Background: an optimization exercise with open tools, aiming at small area, a short achievable clock period and few clock cycles per item. Do not read the settings as production practice. In this exercise RTL edits were held to simulation tests only and were not proved equivalent to the original. Power figures rest on the tool's default switching activity, not on a simulated workload.

File: flow/run.sh
#!/bin/bash
# synth_recipe.tcl (not shown) runs the flow's synth.tcl, then flattens the netlist and writes it again
# the make line also repeats each setting of config.mk as NAME=value (left out here)
make -C /OpenROAD-flow-scripts/flow DESIGN_CONFIG=/design/flow/config.mk WORK_HOME=/design/flow/orfs CLKGATE_MAP_FILE= SYNTH_SCRIPT=/design/flow/synth_recipe.tcl finish
File: flow/config.mk
export PLATFORM = sky130hd
export DESIGN_NAME = execute_stage_md
export DESIGN_NICKNAME = execute_stage_md
export VERILOG_FILES = /design/flow/design.v
export SDC_FILE = /design/flow/constraint.sdc
export NUM_CORES = 4
export LEC_CHECK = 0
export CAP_MARGIN = 20
export CORE_MARGIN = 2
export CORE_UTILIZATION = 40
export SLEW_MARGIN = 20
File: flow/constraint.sdc
create_clock -name core_clock -period 8.0 [get_ports {clk}]
set_input_delay 1.6000 -clock core_clock [delete_from_list [all_inputs] [get_ports {clk}]]
set_output_delay 1.6000 -clock core_clock [all_outputs]
set_load 0.01 [all_outputs]
File: flow/design.v
package rv_core_pkg;
  typedef enum logic [3:0] {
    ALU_ADD  = 4'd0,
    ALU_SUB  = 4'd1,
    ALU_AND  = 4'd2,
    ALU_OR   = 4'd3,
    ALU_XOR  = 4'd4,
    ALU_SLT  = 4'd5,
    ALU_SLTU = 4'd6,
    ALU_SLL  = 4'd7,
    ALU_SRL  = 4'd8,
    ALU_SRA  = 4'd9
  } alu_op_e;
  typedef enum logic [1:0] {MD_IDLE, MD_BUSY, MD_DONE} md_state_e;
  localparam logic [2:0] F3_MUL = 3'd0, F3_MULH = 3'd1, F3_MULHSU = 3'd2, F3_MULHU = 3'd3;
  localparam logic [2:0] F3_DIV = 3'd4, F3_DIVU = 3'd5, F3_REM = 3'd6, F3_REMU = 3'd7;
  localparam logic [2:0] BR_EQ = 3'd0, BR_NE = 3'd1, BR_LT = 3'd4, BR_GE = 3'd5, BR_LTU = 3'd6, BR_GEU = 3'd7;
  localparam logic [1:0] FWD_REG = 2'd0, FWD_W = 2'd1, FWD_M = 2'd2, FWD_ZERO = 2'd3;
endpackage
module md_unit #(
  parameter int XLEN = 32
) (
  input  logic            clk,
  input  logic            rst,
  input  logic            valid,
  input  logic            flush,
  input  logic            stall,
  input  logic [2:0]      op,
  input  logic [XLEN-1:0] a,
  input  logic [XLEN-1:0] b,
  output logic            busy,
  output logic            done,
  output logic [XLEN-1:0] result
);
  localparam int CW = $clog2(XLEN) + 1;
  rv_core_pkg::md_state_e state, state_n;
  logic [CW-1:0] cnt;
  logic [XLEN-1:0] hi, lo, opd, am, bm;
  logic [2:0] op_q;
  logic an, bn, an_q, bn_q, start;
  logic [XLEN:0] sum, r_sh;
  logic [2*XLEN-1:0] prod;
  always_ff @(posedge clk)
    if (rst) state <= rv_core_pkg::MD_IDLE;
    else state <= state_n;
  always_comb
    state_n = flush ? rv_core_pkg::MD_IDLE :
              state == rv_core_pkg::MD_IDLE ? (valid ? rv_core_pkg::MD_BUSY : rv_core_pkg::MD_IDLE) :
              state == rv_core_pkg::MD_BUSY ? (cnt == CW'(1) ? rv_core_pkg::MD_DONE : rv_core_pkg::MD_BUSY) :
              stall ? rv_core_pkg::MD_DONE : rv_core_pkg::MD_IDLE;
  always_comb begin
    start = state == rv_core_pkg::MD_IDLE && valid && !flush;
    busy  = start || state == rv_core_pkg::MD_BUSY;
    done  = state == rv_core_pkg::MD_DONE;
  end
  assign an = (op == rv_core_pkg::F3_MULH || op == rv_core_pkg::F3_MULHSU || op == rv_core_pkg::F3_DIV || op == rv_core_pkg::F3_REM) && a[XLEN-1];
  assign bn = (op == rv_core_pkg::F3_MULH || op == rv_core_pkg::F3_DIV || op == rv_core_pkg::F3_REM) && b[XLEN-1];
  assign am = an ? -a : a;
  assign bm = bn ? -b : b;
  assign sum  = {1'b0, hi} + (lo[0] ? {1'b0, opd} : '0);
  assign r_sh = {hi, lo[XLEN-1]};
  always_ff @(posedge clk)
    if (rst) begin
      cnt  <= '0;
      hi   <= '0;
      lo   <= '0;
      opd  <= '0;
      op_q <= '0;
      an_q <= 1'b0;
      bn_q <= 1'b0;
    end else if (start) begin
      cnt  <= CW'(XLEN);
      hi   <= '0;
      lo   <= op[2] ? am : bm;
      opd  <= op[2] ? bm : am;
      op_q <= op;
      an_q <= an;
      bn_q <= bn;
    end else if (state == rv_core_pkg::MD_BUSY && !flush) begin
      cnt <= cnt - CW'(1);
      if (op_q[2]) begin
        hi <= r_sh >= {1'b0, opd} ? XLEN'(r_sh - {1'b0, opd}) : r_sh[XLEN-1:0];
        lo <= {lo[XLEN-2:0], r_sh >= {1'b0, opd}};
      end else
        {hi, lo} <= {sum, lo[XLEN-1:1]};
    end
  assign prod = (an_q ^ bn_q) ? -{hi, lo} : {hi, lo};
  assign result = !op_q[2] ? (op_q == rv_core_pkg::F3_MUL ? prod[XLEN-1:0] : prod[2*XLEN-1:XLEN]) :
                  !op_q[1] ? (opd == '0 ? '1 : (an_q ^ bn_q) ? -lo : lo) :
                  an_q ? -hi : hi;
endmodule
module execute_stage_md #(
  parameter int XLEN = 32,
  parameter int RD_W = 5
) (
  input  logic            clk,
  input  logic            rst,
  input  logic [XLEN-1:0] rd1_e,
  input  logic [XLEN-1:0] rd2_e,
  input  logic [XLEN-1:0] imm_e,
  input  logic [XLEN-1:0] pc_e,
  input  logic [XLEN-1:0] pc_plus4_e,
  input  logic [XLEN-1:0] result_w,
  input  logic [1:0]      forward_a_e,
  input  logic [1:0]      forward_b_e,
  input  logic [RD_W-1:0] rd_e,
  input  logic            reg_write_e,
  input  logic            mem_write_e,
  input  logic            branch_e,
  input  logic            jump_e,
  input  logic            jalr_e,
  input  logic            alu_src_e,
  input  logic            md_valid_e,
  input  logic [1:0]      result_src_e,
  input  logic [2:0]      funct3_e,
  input  logic [3:0]      alu_control_e,
  input  logic            stall_m,
  input  logic            flush_e,
  output logic            ex_busy,
  output logic            pc_src_e,
  output logic [XLEN-1:0] pc_target_e,
  output logic            reg_write_m,
  output logic            mem_write_m,
  output logic [1:0]      result_src_m,
  output logic [2:0]      funct3_m,
  output logic [XLEN-1:0] alu_result_m,
  output logic [XLEN-1:0] write_data_m,
  output logic [XLEN-1:0] pc_plus4_m,
  output logic [RD_W-1:0] rd_m
);
  localparam int SW = $clog2(XLEN);
  logic [XLEN-1:0] src_a, src_b_fwd, src_b, alu_result, md_result, jalr_sum;
  logic cond, md_done, bubble;
  assign src_a = forward_a_e == rv_core_pkg::FWD_REG ? rd1_e : forward_a_e == rv_core_pkg::FWD_W ? result_w :
                 forward_a_e == rv_core_pkg::FWD_M ? alu_result_m : '0;
  assign src_b_fwd = forward_b_e == rv_core_pkg::FWD_REG ? rd2_e : forward_b_e == rv_core_pkg::FWD_W ? result_w :
                     forward_b_e == rv_core_pkg::FWD_M ? alu_result_m : '0;
  assign src_b = alu_src_e ? imm_e : src_b_fwd;
  always_comb
    case (alu_control_e)
      rv_core_pkg::ALU_ADD:  alu_result = src_a + src_b;
      rv_core_pkg::ALU_SUB:  alu_result = src_a - src_b;
      rv_core_pkg::ALU_AND:  alu_result = src_a & src_b;
      rv_core_pkg::ALU_OR:   alu_result = src_a | src_b;
      rv_core_pkg::ALU_XOR:  alu_result = src_a ^ src_b;
      rv_core_pkg::ALU_SLT:  alu_result = XLEN'($signed(src_a) < $signed(src_b));
      rv_core_pkg::ALU_SLTU: alu_result = XLEN'(src_a < src_b);
      rv_core_pkg::ALU_SLL:  alu_result = src_a << src_b[SW-1:0];
      rv_core_pkg::ALU_SRL:  alu_result = src_a >> src_b[SW-1:0];
      rv_core_pkg::ALU_SRA:  alu_result = $signed(src_a) >>> src_b[SW-1:0];
      default:  alu_result = '0;
    endcase
  assign cond = funct3_e == rv_core_pkg::BR_EQ  ? src_a == src_b_fwd :
                funct3_e == rv_core_pkg::BR_NE  ? src_a != src_b_fwd :
                funct3_e == rv_core_pkg::BR_LT  ? $signed(src_a) < $signed(src_b_fwd) :
                funct3_e == rv_core_pkg::BR_GE  ? $signed(src_a) >= $signed(src_b_fwd) :
                funct3_e == rv_core_pkg::BR_LTU ? src_a < src_b_fwd :
                funct3_e == rv_core_pkg::BR_GEU ? src_a >= src_b_fwd : 1'b0;
  assign jalr_sum = src_a + imm_e;
  assign pc_target_e = jalr_e ? {jalr_sum[XLEN-1:1], 1'b0} : pc_e + imm_e;
  assign pc_src_e = !flush_e && (jump_e || (branch_e && cond));
  md_unit #(.XLEN(XLEN)) u_md (
    .clk(clk), .rst(rst), .valid(md_valid_e), .flush(flush_e), .stall(stall_m),
    .op(funct3_e), .a(src_a), .b(src_b_fwd),
    .busy(ex_busy), .done(md_done), .result(md_result)
  );
  assign bubble = flush_e || ex_busy;
  always_ff @(posedge clk)
    if (rst) begin
      reg_write_m  <= 1'b0;
      mem_write_m  <= 1'b0;
      result_src_m <= '0;
      funct3_m     <= '0;
      alu_result_m <= '0;
      write_data_m <= '0;
      pc_plus4_m   <= '0;
      rd_m         <= '0;
    end else if (!stall_m) begin
      reg_write_m  <= !bubble && reg_write_e;
      mem_write_m  <= !bubble && mem_write_e;
      result_src_m <= bubble ? '0 : result_src_e;
      funct3_m     <= bubble ? '0 : funct3_e;
      alu_result_m <= bubble ? '0 : (md_valid_e && md_done) ? md_result : alu_result;
      write_data_m <= bubble ? '0 : src_b_fwd;
      pc_plus4_m   <= bubble ? '0 : pc_plus4_e;
      rd_m         <= bubble ? '0 : rd_e;
    end
endmodule
==> notes.md <==
flip-flops by register name, summed over array words and instances, names as in the netlist, 3 cells and up:
register and cells:
alu_result_m 32, pc_plus4_m 32, u_md.hi 32, u_md.lo 32, u_md.opd 32, write_data_m 32, u_md.cnt 6, rd_m 5
funct3_m 3, u_md.op_q 3
cells by family (layout without fill, tap and decap cells):
logic type	Yosys count	count (layout)
XOR/XNOR	281	281
other	0	6
flip-flops	217	217
multiplexers	229	229
adder cells (fa/ha/maj)	271	271
AO/OA/AOI/OAI	1594	1594
buffers and inverters	533	793
AND/OR/NAND/NOR	1394	1394
per-stage QoR:
stage / setup TNS (ns) / cells / setup slack, ns / util
6_report: 0 / 5825 / 0.267 / 0.484
4_1_cts: 0 / 5818 / 0.0249 / 0.483
3_5_place_dp: -0.122 / 5765 / -0.122 / 0.469
3_3_place_gp: -0.0821 / 5765 / -0.0821 / 0.469
5_1_grt: 0 / 5819 / 0.00911 / 0.484
2_1_floorplan: 0 / 4519 / 0.727 / -
final cells by class:
class | instances | share of cell area
sequential | 217 | 0.116
timing repair buffer | 539 | 0.132
clock inverter | 18 | 0.00710
multi-input combinational | 3769 | 0.669
antenna | 6 | 0.000400
inverter | 201 | 0.0201
clock buffer | 35 | 0.0208
tap | 1040 | 0.0346
repair_timing:
action	4_1_cts	5_1_grt
buffers inserted	0	0
setup endpoints to repair	1	4
gates resized for setup	2	13
worst max-delay path: stages:
cell and delay (ns):
clkdlybuf4s50_1 0.44, buf_4 0.22, buf_4 0.24, o21ai_0 0.59, inv_1 0.24, ha_1 0.37
nand4_1 0.10, nor2_1 0.37, nand4_1 0.44, xor2_1 0.26, o21ai_0 0.18, nand2_1 0.07
a221o_1 0.27, a21oi_1 0.16, clkdlybuf4s50_1 0.57
power by group through the flow:
stage / clock network (uW) / logic [uW] / registers [uW]
detailed placement: 0 / 2630 / 1230
floorplan: 0 / 1610 / 1200
global placement: 0 / 2650 / 1230
global route: 1550 / 2890 / 1220
CTS: 1520 / 2650 / 1210
finish: 1510 / 2750 / 1210
per-layer routing:
layer / GRT usage / up-vias / wire length, microns
met5: 0 / - / 55
met4: 0.211 / 8 / 10900
met3: 0.0982 / 486 / 17100
met2: 0.662 / 2163 / 77300
met1: 0.511 / 17800 / 69500
li1: - / 17100 / -
placed cells by master (no fill, tap or decap), types with 18 or more instances in the layout:
cell / Yosys / final
nand2b_1: 41 / 41
a22oi_1: 111 / 111
nand4_1: 35 / 35
clkbuf_16: 0 / 30
or2_2: 23 / 23
o2bb2ai_1: 18 / 18
dfxtp_1: 217 / 216
a21o_1: 81 / 81
o21bai_1: 22 / 22
buf_4: 0 / 174
nand3_1: 72 / 72
nor3_1: 121 / 118
clkdlybuf4s50_1: 0 / 355
nor2b_1: 30 / 27
mux2_2: 39 / 39
xnor2_1: 176 / 175
nand2_1: 425 / 425
o22ai_1: 32 / 32
a221oi_1: 41 / 41
or3_1: 32 / 32
nor4_1: 33 / 31
and2_1: 22 / 22
xor2_1: 104 / 103
o211ai_1: 80 / 80
o21ai_0: 315 / 313
a31oi_1: 60 / 60
a211oi_1: 114 / 114
o31ai_1: 40 / 39
ha_1: 266 / 266
a21oi_1: 424 / 422
inv_1: 194 / 194
nor2_1: 491 / 486
o21a_1: 38 / 37
mux2i_1: 189 / 187
how the worst min path moves through the flow:
| stage | cells after the start | slack, ns | to |
|---|---|---|---|
| 3_3_place_gp | 2 | 0.48 | u_md.opd[11] |
| 5_1_grt | 2 | 0.50 | u_md.opd[11] |
| 4_1_cts | 2 | 0.48 | u_md.opd[11] |
| 3_5_place_dp | 2 | 0.48 | u_md.opd[11] |
| 6_report | 2 | 0.49 | u_md.opd[11] |
| 2_1_floorplan | 2 | 0.44 | u_md.opd[11] |
==> results.tsv <==
stage	metric	value	unit
status	outcome	timing/DRC/antenna clean	
clock_network	clock_latency	0.65	ns
critical_path	crit_path_start_kind	primary input	
routing	drt-initial-drc-count	4048	
grt	grt_pass1_wl	249000	microns
grt	grt_max_degree	90	
power_and_ir_drop	power_density	145	mW/mm^2
yosys	synth-seq-cells	217	
clock_network	cts_tree	yes	
critical_path	critPathArrivalTime	6.13	ns
clock_network	cts_buffers	30	
yosys	yosys.area.top_type	dfxtp_1	
yosys	synthArstFlopShare	0	
floorplan	coreArea	0.0776	sq mm
run	cap_viol_max_count	0	
floorplan	die-width	284	microns
floorplan	ioPinCount	363	
yosys	syn-cell-area	0.0314	sq mm
layout	fillers	8033	
grt	grt_use_total	0.412	
sta	period_needed	7.73	ns
sta	rsz0062_at_grt	no	
grt	grt_pass1_vias	35400	
power_and_ir_drop	power.clock.fraction	0.275	
yosys	yosys.cell_types.count	96	
yosys	synth_top_cell_area_share	0.139	
power_and_ir_drop	internal_power	2990	uW
routing	drt-total-wl	175000	microns
clock_network	htree_levels	1	
yosys	synthAdderAreaFrac	0.109	
yosys	seq_area_frac_synth	0.139	
floorplan	num_rows	102	
routing	vias_per_cell	6.45	
floorplan	dieArea	0.0806	sq mm
layout	multi_input_area	0.0251	sq mm
critical_path	cp.required	6.40	ns
critical_path	rr_startpoint	alu_result_m[7]	
place	hpwlAfterDp	139000	microns
yosys	synth_ff_type	dfxtp_1	
sta	setup-violations-final	0	
critical_path	r2r_slack	2.51	ns
yosys	synth_top_family_by_area	compound AO/OA/AOI/OAI gates	
clock_network	clkTransAtPathRegs	0.06	ns
routing	dr.pass1.iters	7	
yosys	ys_warn_count	2	
sta	whs	0.485	ns
sta	tightest_slew	1.21	ns
critical_path	path_max_fanout	22	
routing	wl_per_cell	30.0	microns
power_and_ir_drop	swShare	0.453	
clock_network	cts_buffer_depth	3	
routing	ant_nets	0	
power_and_ir_drop	power.switching	2480	uW
critical_path	crit_path_end_kind	output port	
yosys	synth_edf_count	0	
power_and_ir_drop	seqPwrFrac	0.222	
layout	fin_area	0.0376	sq mm
place	gp_congestion	1.06	
layout	drive_gt1_frac	0.0749	
yosys	synth_most_common_cell	nor2_1	
layout	seqCellArea	0.00435	sq mm
yosys	synth_cells	4519	
routing	num_vias	37500	
power_and_ir_drop	leakage	0.0152	uW
power_and_ir_drop	comb_power_share	0.503	
yosys	netlist_top_cells_count	491 x nor2_1, 425 x nand2_1, 424 x a21oi_1	
critical_path	r2r_end	alu_result_m[0]	
place	io_buffers	362	
sta	finClkSkew	0.0505	ns
critical_path	path_class	primary input to output port	
clock_network	clock_sinks	217	
place	placed_area	0.0364	sq mm
grt	grt_overflow	0	
layout	area.growth.synth_to_final	19.8	%
yosys	synth.avg_cell_area	6.94	sq um
yosys	synth-simple-area-share	0.202	
floorplan	start_util	0.404	
sta	relSlewSlack	0.184	
layout	nets	5250	
min_path	min_path_type	flip-flop to flip-flop	
power_and_ir_drop	fin_total_pwr	5460	uW
yosys	syn_nets	5011	
critical_path	critPathLaunch	forward_b_e[1]	
routing	route.detailed.drc	0	
critical_path	endpoint	pc_src_e	
sta	slew_viol_final	0	
grt	antenna_found_initial	10	
sta	max_clock_freq	129	MHz
critical_path	r2r_cells	15	
clock_network	clock-root-buffer	clkbuf_16	
yosys	synth_area_leaders	dfxtp_1 14%, ha_1 11%, a21oi_1 6.8%	
clock_network	cts_hold_buf	0	
yosys	muxShareOfSynthArea	0.0748	
min_path	hold_start	u_md.opd[11]	
sta	finalHoldViolations	0	
yosys	synth-compound-area-share	0.332	
floorplan	die_h	284	microns
sta	period_share	0.967	
yosys	synth_xor_area_frac	0.0787	
power_and_ir_drop	vdd_drop_max	0.155	mV
Testbench counts, summed over its fixed seeds: cycles 33,114, instrs 4,800.

## re-timing with driven ports
Ports are ideal in the flow. The routed layout listed here was re-timed in OpenROAD.
Step 1 (the two cells are an assumption about what drives the block):
set clk [get_ports {clk}]
set_driving_cell -lib_cell sky130_fd_sc_hd__clkbuf_16 $clk
set_driving_cell -lib_cell sky130_fd_sc_hd__buf_2 [delete_from_list [all_inputs] $clk]
Step 2 adds t to the input delays and takes it off the output delays; t is the mean of the earliest and latest rising clock arrival at the registers after step 1. Input paths then give back, and output paths get back, about the clock's delay inside the block.
Three values: no drivers, after step 1, after step 2; two values: the first two.
shift t [ns]: 0.686
setup WS [ns]: 0.267 / 0.245 / 0.245
worst setup path at the end: input to output
clock arrival spread, ns: 0.050 / 0.051
worst slew at a driven data input, ns: 0.09
After both steps setup and hold are still met in this run. The setup slack of this run moves by -0.022 ns with the drivers and by -0.022 ns with both steps.
